This is an optimization exercise on Yosys and OpenROAD, whose aim is small area, not a production implementation.
Function was checked by simulation only, so behaviour that the tests miss may differ from the original.
Power figures rest on the tool's default switching activity, not on a simulated workload.

[flow/design.v]
`timescale 1ns/1ps
package hic_pkg;
    typedef logic [31:0] word_t;
    typedef logic [3:0]  sel_t;
    typedef logic [31:0] adr_t;
    typedef logic [15:0] fifo_level_t;
    typedef enum logic {
        IDLE,
        PUSH
    } frame_state_t;
    localparam adr_t ADR_ID          = 32'h0000_0000;
    localparam adr_t ADR_VERSION     = 32'h0000_0004;
    localparam adr_t ADR_CTRL        = 32'h0000_0008;
    localparam adr_t ADR_IRQ_EN      = 32'h0000_000C;
    localparam adr_t ADR_STATUS      = 32'h0000_0010;
    localparam adr_t ADR_TIME_NOW    = 32'h0000_0014;
    localparam adr_t ADR_ADC_CMD     = 32'h0000_0020;
    localparam adr_t ADR_FIFO_STATUS = 32'h0000_0024;
    localparam adr_t ADR_FIFO_DATA   = 32'h0000_0028;
    localparam adr_t ADR_SNAP_COUNT  = 32'h0000_002C;
    localparam adr_t ADR_RAW_BASE    = 32'h0000_0040;
    localparam word_t CHIP_ID      = 32'h4849_4348;
    localparam word_t CHIP_VERSION = 32'h0000_0001;
    localparam word_t RAW_BASE = 32'h0000_1000;
    localparam int IRQ_EN_BITS = 3;
    typedef struct packed {
        logic  fire;
        logic  we;
        adr_t  adr;
        sel_t  sel;
        word_t dat;
    } wb_cmd_t;
    typedef struct packed {
        logic time_wr;
        logic count_wr;
        logic snapshot;
        logic ovr_clear;
        logic fifo_pop;
    } wr_strobe_t;
endpackage
`timescale 1ns/1ps
`default_nettype none
module hic_wb_front (
    input  wire                                 wb_clk_i,
    input  wire                                 wb_rst_i,
    input  wire                                 wbs_cyc_i,
    input  wire                                 wbs_stb_i,
    input  wire                                 wbs_we_i,
    input  hic_pkg::sel_t                       wbs_sel_i,
    input  hic_pkg::adr_t                       wbs_adr_i,
    input  hic_pkg::word_t                      wbs_dat_i,
    output logic                                wbs_ack_o,
    output hic_pkg::wb_cmd_t                    cmd_o,
    output hic_pkg::wr_strobe_t                 strobe_o,
    output logic                                ctrl_enable_o,
    output logic                                ctrl_start_o,
    output logic [hic_pkg::IRQ_EN_BITS-1:0]     irq_en_o
);
    logic fire;
    logic wr_fire;
    logic start_req;
    logic start_pending_q;
    assign fire    = wbs_cyc_i & wbs_stb_i & ~wbs_ack_o;
    assign wr_fire = fire & cmd_o.we;
    always_ff @(posedge wb_clk_i) begin
        if (wb_rst_i) begin
            wbs_ack_o <= 1'b0;
        end else begin
            wbs_ack_o <= fire;
        end
    end
    assign cmd_o.fire = fire;
    assign cmd_o.we   = wbs_we_i;
    assign cmd_o.adr  = {wbs_adr_i[31:2], 2'b00};
    assign cmd_o.sel  = wbs_sel_i;
    assign cmd_o.dat  = wbs_dat_i;
    assign strobe_o.snapshot = wr_fire && (cmd_o.adr == hic_pkg::ADR_ADC_CMD)
                               && cmd_o.sel[0] && cmd_o.dat[0];
    assign strobe_o.ovr_clear = wr_fire && (cmd_o.adr == hic_pkg::ADR_FIFO_STATUS)
                                && cmd_o.sel[2] && cmd_o.dat[16];
    assign strobe_o.time_wr  = wr_fire && (cmd_o.adr == hic_pkg::ADR_TIME_NOW);
    assign strobe_o.count_wr = wr_fire && (cmd_o.adr == hic_pkg::ADR_SNAP_COUNT);
    assign strobe_o.fifo_pop = fire && !cmd_o.we && (cmd_o.adr == hic_pkg::ADR_FIFO_DATA);
    assign start_req = wr_fire && (cmd_o.adr == hic_pkg::ADR_CTRL)
                       && cmd_o.sel[0] && cmd_o.dat[1];
    always_ff @(posedge wb_clk_i) begin
        if (wb_rst_i) begin
            ctrl_enable_o   <= 1'b0;
            irq_en_o        <= '0;
            start_pending_q <= 1'b0;
            ctrl_start_o    <= 1'b0;
        end else begin
            start_pending_q <= start_req;
            ctrl_start_o    <= start_pending_q;
            if (wr_fire && (cmd_o.adr == hic_pkg::ADR_CTRL) && cmd_o.sel[0]) begin
                ctrl_enable_o <= cmd_o.dat[0];
            end
            if (wr_fire && (cmd_o.adr == hic_pkg::ADR_IRQ_EN) && cmd_o.sel[0]) begin
                irq_en_o <= cmd_o.dat[hic_pkg::IRQ_EN_BITS-1:0];
            end
        end
    end
endmodule
`default_nettype wire
`timescale 1ns/1ps
`default_nettype none
module hic_snapshot_seq #(
    parameter int NUM_CH = 8
) (
    input  wire                          wb_clk_i,
    input  wire                          wb_rst_i,
    input  wire                          snapshot_i,
    input  wire                          count_wr_i,
    input  hic_pkg::sel_t                count_sel_i,
    input  hic_pkg::word_t               count_dat_i,
    output hic_pkg::word_t               snap_count_o,
    output hic_pkg::word_t [NUM_CH-1:0]  raw_o,
    output logic                         push_o,
    output hic_pkg::word_t               push_data_o,
    output logic                         frame_drop_o
);
    localparam int IDX_W = $clog2(NUM_CH + 1);
    hic_pkg::frame_state_t state_q;
    logic [IDX_W-1:0]      idx_q;
    hic_pkg::word_t        frame_base_q;
    hic_pkg::word_t        next_count;
    logic                  frame_start;
    assign next_count  = snap_count_o + 32'h1;
    assign frame_start = snapshot_i && (state_q == hic_pkg::IDLE);
    always_ff @(posedge wb_clk_i) begin
        if (wb_rst_i) begin
            snap_count_o <= '0;
            raw_o        <= '0;
        end else if (snapshot_i) begin
            snap_count_o <= next_count;
            for (int c = 0; c < NUM_CH; c++) begin
                raw_o[c] <= hic_pkg::RAW_BASE + next_count + hic_pkg::word_t'(c);
            end
        end else if (count_wr_i) begin
            for (int b = 0; b < 4; b++) begin
                if (count_sel_i[b]) begin
                    snap_count_o[8*b +: 8] <= count_dat_i[8*b +: 8];
                end
            end
        end
    end
    always_ff @(posedge wb_clk_i) begin
        if (wb_rst_i) begin
            state_q <= hic_pkg::IDLE;
            idx_q   <= '0;
        end else begin
            case (state_q)
                hic_pkg::IDLE: begin
                    if (snapshot_i) begin
                        state_q <= hic_pkg::PUSH;
                        idx_q   <= '0;
                    end
                end
                hic_pkg::PUSH: begin
                    if (idx_q == IDX_W'(NUM_CH)) begin
                        state_q <= hic_pkg::IDLE;
                    end else begin
                        idx_q <= idx_q + 1'b1;
                    end
                end
                default: state_q <= hic_pkg::IDLE;
            endcase
        end
    end
    always_ff @(posedge wb_clk_i) begin
        if (wb_rst_i) begin
            frame_base_q <= '0;
        end else if (frame_start) begin
            frame_base_q <= hic_pkg::RAW_BASE + next_count;
        end
    end
    assign push_o      = (state_q == hic_pkg::PUSH);
    assign push_data_o = (idx_q == '0) ? '0
                         : frame_base_q + hic_pkg::word_t'(idx_q) - 32'h1;
    assign frame_drop_o = snapshot_i && (state_q == hic_pkg::PUSH);
endmodule
`default_nettype wire
`timescale 1ns/1ps
`default_nettype none
module hic_sample_fifo #(
    parameter int FIFO_DEPTH = 16
) (
    input  wire                  wb_clk_i,
    input  wire                  wb_rst_i,
    input  wire                  push_i,
    input  hic_pkg::word_t       push_data_i,
    input  wire                  pop_i,
    input  wire                  ovr_clear_i,
    input  wire                  frame_drop_i,
    output hic_pkg::word_t       head_o,
    output hic_pkg::fifo_level_t level_o,
    output logic                 overrun_o
);
    localparam int AW = $clog2(FIFO_DEPTH);
    localparam hic_pkg::fifo_level_t FULL_LEVEL = hic_pkg::fifo_level_t'(FIFO_DEPTH);
    hic_pkg::word_t mem [FIFO_DEPTH];
    logic [AW-1:0]  wr_ptr_q;
    logic [AW-1:0]  rd_ptr_q;
    logic           full;
    logic           do_push;
    logic           do_pop;
    assign full    = (level_o == FULL_LEVEL);
    assign do_push = push_i && !full;
    assign do_pop  = pop_i && (level_o != '0);
    always_ff @(posedge wb_clk_i) begin
        if (do_push) begin
            mem[wr_ptr_q] <= push_data_i;
        end
    end
    assign head_o = (level_o == '0) ? '0 : mem[rd_ptr_q];
    always_ff @(posedge wb_clk_i) begin
        if (wb_rst_i) begin
            wr_ptr_q  <= '0;
            rd_ptr_q  <= '0;
            level_o   <= '0;
            overrun_o <= 1'b0;
        end else begin
            if (do_push) begin
                wr_ptr_q <= wr_ptr_q + 1'b1;
            end
            if (do_pop) begin
                rd_ptr_q <= rd_ptr_q + 1'b1;
            end
            if (do_push && !do_pop) begin
                level_o <= level_o + 1'b1;
            end else if (do_pop && !do_push) begin
                level_o <= level_o - 1'b1;
            end
            if ((push_i && full) || frame_drop_i) begin
                overrun_o <= 1'b1;
            end else if (ovr_clear_i) begin
                overrun_o <= 1'b0;
            end
        end
    end
endmodule
`default_nettype wire
`timescale 1ns/1ps
`default_nettype none
module hic_read_mux #(
    parameter int NUM_CH = 8
) (
    input  wire                              wb_clk_i,
    input  wire                              wb_rst_i,
    input  hic_pkg::wb_cmd_t                 cmd_i,
    input  wire [7:0]                        core_status_i,
    input  wire                              ctrl_enable_i,
    input  wire [hic_pkg::IRQ_EN_BITS-1:0]   irq_en_i,
    input  hic_pkg::word_t                   time_now_i,
    input  hic_pkg::word_t                   snap_count_i,
    input  hic_pkg::word_t [NUM_CH-1:0]      raw_i,
    input  hic_pkg::word_t                   fifo_head_i,
    input  hic_pkg::fifo_level_t             fifo_level_i,
    input  wire                              fifo_overrun_i,
    output hic_pkg::word_t                   wbs_dat_o
);
    hic_pkg::word_t rd_word;
    always_comb begin
        rd_word = '0;
        case (cmd_i.adr)
            hic_pkg::ADR_ID:          rd_word = hic_pkg::CHIP_ID;
            hic_pkg::ADR_VERSION:     rd_word = hic_pkg::CHIP_VERSION;
            hic_pkg::ADR_CTRL:        rd_word = hic_pkg::word_t'(ctrl_enable_i);
            hic_pkg::ADR_IRQ_EN:      rd_word = hic_pkg::word_t'(irq_en_i);
            hic_pkg::ADR_STATUS:      rd_word = hic_pkg::word_t'(core_status_i);
            hic_pkg::ADR_TIME_NOW:    rd_word = time_now_i;
            hic_pkg::ADR_ADC_CMD:     rd_word = '0;
            hic_pkg::ADR_FIFO_STATUS: rd_word = {15'h0, fifo_overrun_i, fifo_level_i};
            hic_pkg::ADR_FIFO_DATA:   rd_word = fifo_head_i;
            hic_pkg::ADR_SNAP_COUNT:  rd_word = snap_count_i;
            default: begin
                for (int c = 0; c < NUM_CH; c++) begin
                    if (cmd_i.adr == hic_pkg::ADR_RAW_BASE + hic_pkg::adr_t'(4 * c)) begin
                        rd_word = raw_i[c];
                    end
                end
            end
        endcase
    end
    always_ff @(posedge wb_clk_i) begin
        if (wb_rst_i) begin
            wbs_dat_o <= '0;
        end else if (cmd_i.fire) begin
            wbs_dat_o <= rd_word;
        end
    end
endmodule
`default_nettype wire
`timescale 1ns/1ps
`default_nettype none
module home_inventory_wb #(
    parameter int NUM_CH     = 8,
    parameter int FIFO_DEPTH = 16
) (
    input  wire                               wb_clk_i,
    input  wire                               wb_rst_i,
    input  wire                               wbs_cyc_i,
    input  wire                               wbs_stb_i,
    input  wire                               wbs_we_i,
    input  hic_pkg::sel_t                     wbs_sel_i,
    input  hic_pkg::adr_t                     wbs_adr_i,
    input  hic_pkg::word_t                    wbs_dat_i,
    output logic                              wbs_ack_o,
    output hic_pkg::word_t                    wbs_dat_o,
    input  wire [7:0]                         core_status_i,
    output logic                              ctrl_enable_o,
    output logic                              ctrl_start_o,
    output logic [hic_pkg::IRQ_EN_BITS-1:0]   irq_en_o
);
    hic_pkg::wb_cmd_t            cmd;
    hic_pkg::wr_strobe_t         strobe;
    hic_pkg::word_t              time_now_q;
    hic_pkg::word_t              snap_count;
    hic_pkg::word_t [NUM_CH-1:0] raw;
    logic                        push;
    hic_pkg::word_t              push_data;
    logic                        frame_drop;
    hic_pkg::word_t              fifo_head;
    hic_pkg::fifo_level_t        fifo_level;
    logic                        fifo_overrun;
    always_ff @(posedge wb_clk_i) begin
        if (wb_rst_i) begin
            time_now_q <= '0;
        end else if (strobe.time_wr) begin
            for (int b = 0; b < 4; b++) begin
                if (cmd.sel[b]) begin
                    time_now_q[8*b +: 8] <= cmd.dat[8*b +: 8];
                end
            end
        end else begin
            time_now_q <= time_now_q + 32'h1;
        end
    end
    hic_wb_front u_front (
        .wb_clk_i      (wb_clk_i),
        .wb_rst_i      (wb_rst_i),
        .wbs_cyc_i     (wbs_cyc_i),
        .wbs_stb_i     (wbs_stb_i),
        .wbs_we_i      (wbs_we_i),
        .wbs_sel_i     (wbs_sel_i),
        .wbs_adr_i     (wbs_adr_i),
        .wbs_dat_i     (wbs_dat_i),
        .wbs_ack_o     (wbs_ack_o),
        .cmd_o         (cmd),
        .strobe_o      (strobe),
        .ctrl_enable_o (ctrl_enable_o),
        .ctrl_start_o  (ctrl_start_o),
        .irq_en_o      (irq_en_o)
    );
    hic_snapshot_seq #(
        .NUM_CH (NUM_CH)
    ) u_snap (
        .wb_clk_i     (wb_clk_i),
        .wb_rst_i     (wb_rst_i),
        .snapshot_i   (strobe.snapshot),
        .count_wr_i   (strobe.count_wr),
        .count_sel_i  (cmd.sel),
        .count_dat_i  (cmd.dat),
        .snap_count_o (snap_count),
        .raw_o        (raw),
        .push_o       (push),
        .push_data_o  (push_data),
        .frame_drop_o (frame_drop)
    );
    hic_sample_fifo #(
        .FIFO_DEPTH (FIFO_DEPTH)
    ) u_fifo (
        .wb_clk_i     (wb_clk_i),
        .wb_rst_i     (wb_rst_i),
        .push_i       (push),
        .push_data_i  (push_data),
        .pop_i        (strobe.fifo_pop),
        .ovr_clear_i  (strobe.ovr_clear),
        .frame_drop_i (frame_drop),
        .head_o       (fifo_head),
        .level_o      (fifo_level),
        .overrun_o    (fifo_overrun)
    );
    hic_read_mux #(
        .NUM_CH (NUM_CH)
    ) u_rdmux (
        .wb_clk_i       (wb_clk_i),
        .wb_rst_i       (wb_rst_i),
        .cmd_i          (cmd),
        .core_status_i  (core_status_i),
        .ctrl_enable_i  (ctrl_enable_o),
        .irq_en_i       (irq_en_o),
        .time_now_i     (time_now_q),
        .snap_count_i   (snap_count),
        .raw_i          (raw),
        .fifo_head_i    (fifo_head),
        .fifo_level_i   (fifo_level),
        .fifo_overrun_i (fifo_overrun),
        .wbs_dat_o      (wbs_dat_o)
    );
endmodule
`default_nettype wire
[flow/run.sh]
#!/bin/bash
# synth_recipe.tcl (not shown) runs the flow's synth.tcl, then flattens the netlist and writes it again
# the make line also repeats each setting of config.mk as NAME=value (left out here)
make -C /OpenROAD-flow-scripts/flow DESIGN_CONFIG=/design/flow/config.mk WORK_HOME=/design/flow/orfs CLKGATE_MAP_FILE= SYNTH_SCRIPT=/design/flow/synth_recipe.tcl finish
[flow/config.mk]
export PLATFORM = sky130hd
export DESIGN_NAME = home_inventory_wb
export DESIGN_NICKNAME = home_inventory_wb
export VERILOG_FILES = /design/flow/design.v
export SDC_FILE = /design/flow/constraint.sdc
export NUM_CORES = 4
export LEC_CHECK = 0
export CAP_MARGIN = 20
export CORE_MARGIN = 2
export CORE_UTILIZATION = 40
export SLEW_MARGIN = 20
[flow/constraint.sdc]
create_clock -name core_clock -period 6.0 [get_ports {wb_clk_i}]
set_input_delay 1.2000 -clock core_clock [delete_from_list [all_inputs] [get_ports {wb_clk_i}]]
set_output_delay 1.2000 -clock core_clock [all_outputs]
set_load 0.01 [all_outputs]
==> run_results.csv <==
group,metric,value,unit
hold_path,min_path_cells,1,
sta,post-route-period-util,92.69,%
sta,report.final.hold_viol_count,0,
routing,drtIter0Drc,3498,
cells_and_area,num-fill-cells,10170,
setup_path,cp_top_family,"simple AND/OR/NAND/NOR gates",
floorplanning,core-area,110400,µm²
clock_network,cts_bufs_inserted,98,
clock_network,root_buffer,"sky130_fd_sc_hd__clkbuf_16",
floorplanning,placementRows,122,
cells_and_area,layout-drive-gt1-share,12.64,%
logic_synthesis,syn_avg_cell_area,10.84,µm²
run,cap_violations,0,
cells_and_area,post_layout_instance_count_excluding_filler_cells,5713,
setup_path,critical_path.n_buffers_inverters,0,
hold_path,hold_endpoint,"u_front.ctrl_start_o",
floorplanning,chipHeight,337.3,µm
routing,via_count,33470,
sta,max_clock_freq,179.8,MHz
clock_network,numClockSinks,927,
setup_path,r2r.worst_path.cells,13,
routing,drtPass1Iterations,6,
logic_synthesis,postSynthNetCount,4250,
clock_network,cts_buffer_depth,3,
logic_synthesis,ys_dominant_reg_cell,"sky130_fd_sc_hd__edfxtp_1",
routing,route.antenna.remaining_nets,0,
setup_path,r2r_setup_slack,0.44,ns
place,dpl.cell_count,5534,
setup_path,crit_path_max_incr_delay,0.80,ns
pwr,relative_contribution_of_the_clock_network_to_total_power,46.5,%
grt,global_route.overflow_total,0,
logic_synthesis,synth-seq-area-share,53.30,%
setup_path,cpMostUsedCell,"sky130_fd_sc_hd__ha_1",
sta,min_cycle_time_layout,5.562,ns
logic_synthesis,synth_top_area_cell,"sky130_fd_sc_hd__edfxtp_1",
place,dp_hpwl,93870,µm
sta,worst_clock_skew,0.06217,ns
setup_path,critPathLaunchType,"flip-flop",
pwr,sequentialPowerShare,51.3,%
setup_path,timing.critical_path.slowest_stage_cell,"sky130_fd_sc_hd__or4b_1",
clock_network,cts_hold_buf,0,
routing,vias_per_cell,5.858,
routing,final_routed_wirelength,140400,µm
setup_path,rr_startpoint,"u_snap.snap_count_o[1]",
cells_and_area,stdcell_area,50750,µm²
cells_and_area,syn_to_final_growth,14.21,%
clock_network,cts_tree,"yes",
pwr,p_per_area,255.7,nW/µm²
clock_network,cts_repair_resize_count,0,
place,placement.cell_area,47550,µm²
routing,drcViolationCount,0,
pwr,power.total,12.97,mW
grt,first_global_vias,31980,
logic_synthesis,synth_seq_cells,927,
floorplanning,boundaryPins,119,
sta,max_slew_margin,25.60,%
pwr,power_leakage,15.95,nW
setup_path,worst-setup-path-type,"flip-flop to flip-flop",
pwr,cell_internal_pwr,10.16,mW
grt,grt_start_max_net_pins,171,
setup_path,worst_ep_required_time,6.54,ns
pwr,power.share.combinational,2.2,%
logic_synthesis,synthDominantCellAreaShare,34.60,%
logic_synthesis,synthesis.instances,4098,
logic_synthesis,share_of_synthesized_registers_carrying_an_async_set_or_reset,0,%
setup_path,crit_path_end_kind,"flip-flop",
sta,setup_total_negative_slack,0,ns
hold_path,hold_start,"u_front.start_pending_q",
clock_network,clock_insertion_delay_worst_skew,0.71,ns
sta,final.setup.worst_slack,0.4383,ns
grt,initial_antenna_violation_count,5,
sta,timing_worst_slew_pin_value,1.115,ns
place,worst_slack_after_detailed_placement,0.09442,ns
pwr,worst_supply_voltage_drop_on_vdd,247.2,µV
grt,track_usage,24.40,%
floorplanning,die_w,337.3,µm
logic_synthesis,synth_cell_types,93,
routing,routedWlPerCell,24.57,µm
place,routabilityCongestion,0.9357,
setup_path,critical_path.max_fanout,10,
clock_network,post-cts-setup-buffers,0,
hold_path,hold_class,"flip-flop to flip-flop",
clock_network,htree_num_levels,3,
logic_synthesis,netlist_area,44430,µm²
sta,rsz0062_at_grt,"false",
setup_path,cp_data_arrival_time,6.10,ns
status,run_status,"no timing/DRC/antenna violations",
setup_path,reg2reg_to,"u_snap.raw_o[222]",
logic_synthesis,yosys-top-cells-area,"sky130_fd_sc_hd__edfxtp_1 (35%), sky130_fd_sc_hd__dfxtp_1 (19%), sky130_fd_sc_hd__mux4_2 (8.1%)",
sta,final_setup_violation_count,0,
clock_network,clkTransAtPathRegs,0.06,ns
logic_synthesis,synth_warnings,5,
place,io_buffer_count,116,
pwr,p_sw_share,21.69,%
floorplanning,dieArea,113800,µm²
pwr,p_switching,2.815,mW
cells_and_area,num-nets-final,4299,
grt,wire_length_of_the_first_global_routing_pass,208200,µm
logic_synthesis,synth_enable_flop_cells,512,
sta,final_report_max_slew_violation_count,0,
floorplanning,initial_core_util,40.26,%
setup_path,critical_path.cell_chain,"ha_1 -> and3_1 -> nand4_4 -> xnor2_4 -> ha_1 -> o221ai_4 -> or4_1 -> o21bai_1 -> nand4b_1 -> or4b_1 -> nor4b_4 -> nand4_1 -> a311oi_1",
placed cells by master, fill, tap and decap left out, drive strengths merged, types with 55 or more instances in the layout:
master / Yosys / layout
a211oi: 155 / 155
a21oi: 324 / 324
a22oi: 55 / 55
buf: 55 / 131
clkbuf: 242 / 136
clkdlybuf4s50: 0 / 114
dfxtp: 415 / 415
edfxtp: 512 / 512
ha: 69 / 69
inv: 87 / 89
mux4: 160 / 160
nand2: 396 / 396
nand3: 112 / 112
nor2: 485 / 485
nor3: 84 / 84
nor4: 69 / 69
o21ai: 150 / 150
xnor2: 165 / 165
xor2: 60 / 60
sequential cells by signal (all words and copies together), names as in the netlist, 16 cells and up, named ones only:
| register | flops |
|---|---|
| u_snap.snap_count_o | 32 |
| time_now_q | 32 |
| u_snap.frame_base_q | 32 |
| u_snap.raw_o | 246 |
| u_fifo.mem | 512 |
| u_fifo.level_o | 16 |
| u_rdmux.wbs_dat_o | 32 |
cells in the mapped netlist (81+ instances only):
cell                         n
sky130_fd_sc_hd__mux4_2    160
sky130_fd_sc_hd__nand2_1   396
sky130_fd_sc_hd__a21oi_1   324
sky130_fd_sc_hd__a211oi_1  155
sky130_fd_sc_hd__dfxtp_1   415
sky130_fd_sc_hd__clkbuf_1  242
sky130_fd_sc_hd__o21ai_0   147
sky130_fd_sc_hd__nor3_1     81
sky130_fd_sc_hd__nor2_1    485
sky130_fd_sc_hd__edfxtp_1  512
sky130_fd_sc_hd__xnor2_1   163
sky130_fd_sc_hd__nand3_1   108
sky130_fd_sc_hd__inv_1      85
power groups by stage:
stage	clock, mW	sequential, mW	combinational, mW
4_1_cts	6.13	6.65	0.276
5_1_grt	6.39	6.65	0.293
3_5_place_dp	0	6.79	0.276
2_1_floorplan	0	6.79	0.100
6_report	6.04	6.65	0.281
3_3_place_gp	0	6.79	0.276
per-stage QoR:
stage	hold WS, ns	utilization, %
floorplan	0.4138	-
global placement	0.4248	43.08
detailed placement	0.4379	43.08
CTS	0.4502	45.97
global route	0.4597	45.98
finish	0.4476	45.98
worst register-to-register path: cells and delay by family (launching register included):
kind,cells,cell delay (ns)
compound gates,3,0.77
xor+xnor,1,0.43
fa+ha+maj,2,0.87
flops,1,0.52
simple gates,7,2.84
layout make-up:
class                   instances  area (µm²)  share of cell area (%)
flip-flops and latches        927       23690                   46.69
multi-input cells            2787       19450                   38.33
clock inverters                42       496.7                  0.9788
clock buffers                 135        2691                   5.303
well taps                    1488        1862                   3.669
repair buffers                246        2225                   4.384
diodes                          1       2.502                0.004931
inverters                      87       326.6                  0.6435
routing by layer:
| metal | GRT usage (%) | vias to the layer above | share of wire, % |
|---|---|---|---|
| li1 | - | 15310 | - |
| met5 | 0 | - | 0.029 |
| met2 | 39.87 | 1263 | 47 |
| met1 | 32.60 | 16630 | 42 |
| met3 | 4.268 | 259 | 7.3 |
| met4 | 8.691 | 6 | 3.6 |
cells by family (layout without fill, tap and decap cells):
logic type,count (synthesis),in the layout,share of synthesized area (%)
multiplexers,202,202,9.081
flip-flops,927,927,53.30
other,0,1,0
adder cells (fa/ha/maj),71,71,2.033
buffers and inverters,384,510,3.351
AND/OR/NAND/NOR,1396,1396,14.90
XOR/XNOR,225,225,4.511
AO/OA/AOI/OAI,893,893,12.83
worst max path at each step:
stage | startpoint | endpoint | cells past startpoint
finish | u_snap.snap_count_o[1] | u_snap.raw_o[222] | 13
detailed placement | wbs_adr_i[14] | u_fifo.level_o[14] | 22
floorplan | wbs_adr_i[14] | u_fifo.level_o[15] | 20
global placement | wbs_adr_i[14] | u_fifo.level_o[14] | 22
CTS | u_snap.snap_count_o[1] | u_snap.raw_o[217] | 13
global route | u_snap.snap_count_o[1] | u_snap.raw_o[157] | 14

-- port drivers added, routing unchanged --
In the flow no input, the clock included, has a driving cell. The finished layout below was timed again as built, in two steps.
Step 1: set_driving_cell puts a clkbuf_16 on wb_clk_i and a buf_2 on each other input, an assumption about the parent block.
Step 2 also shifts input and output timing later by t, the mid clock arrival at the registers, as if the neighbouring blocks saw the same clock.
a / b / c = ideal ports / drivers / drivers and shift; a / b = the first two.
shift t [ns]: 0.745
setup slack, ns: 0.438 / 0.438 / 0.120
worst setup path at the end: input to register
worst data-port slew with drivers (ns): 0.15
cell pins on the clock port's net: 1
After both steps this run still meets setup and hold. For this run, drivers alone change the setup slack by 0.000 ns; drivers and shift together by -0.318 ns.
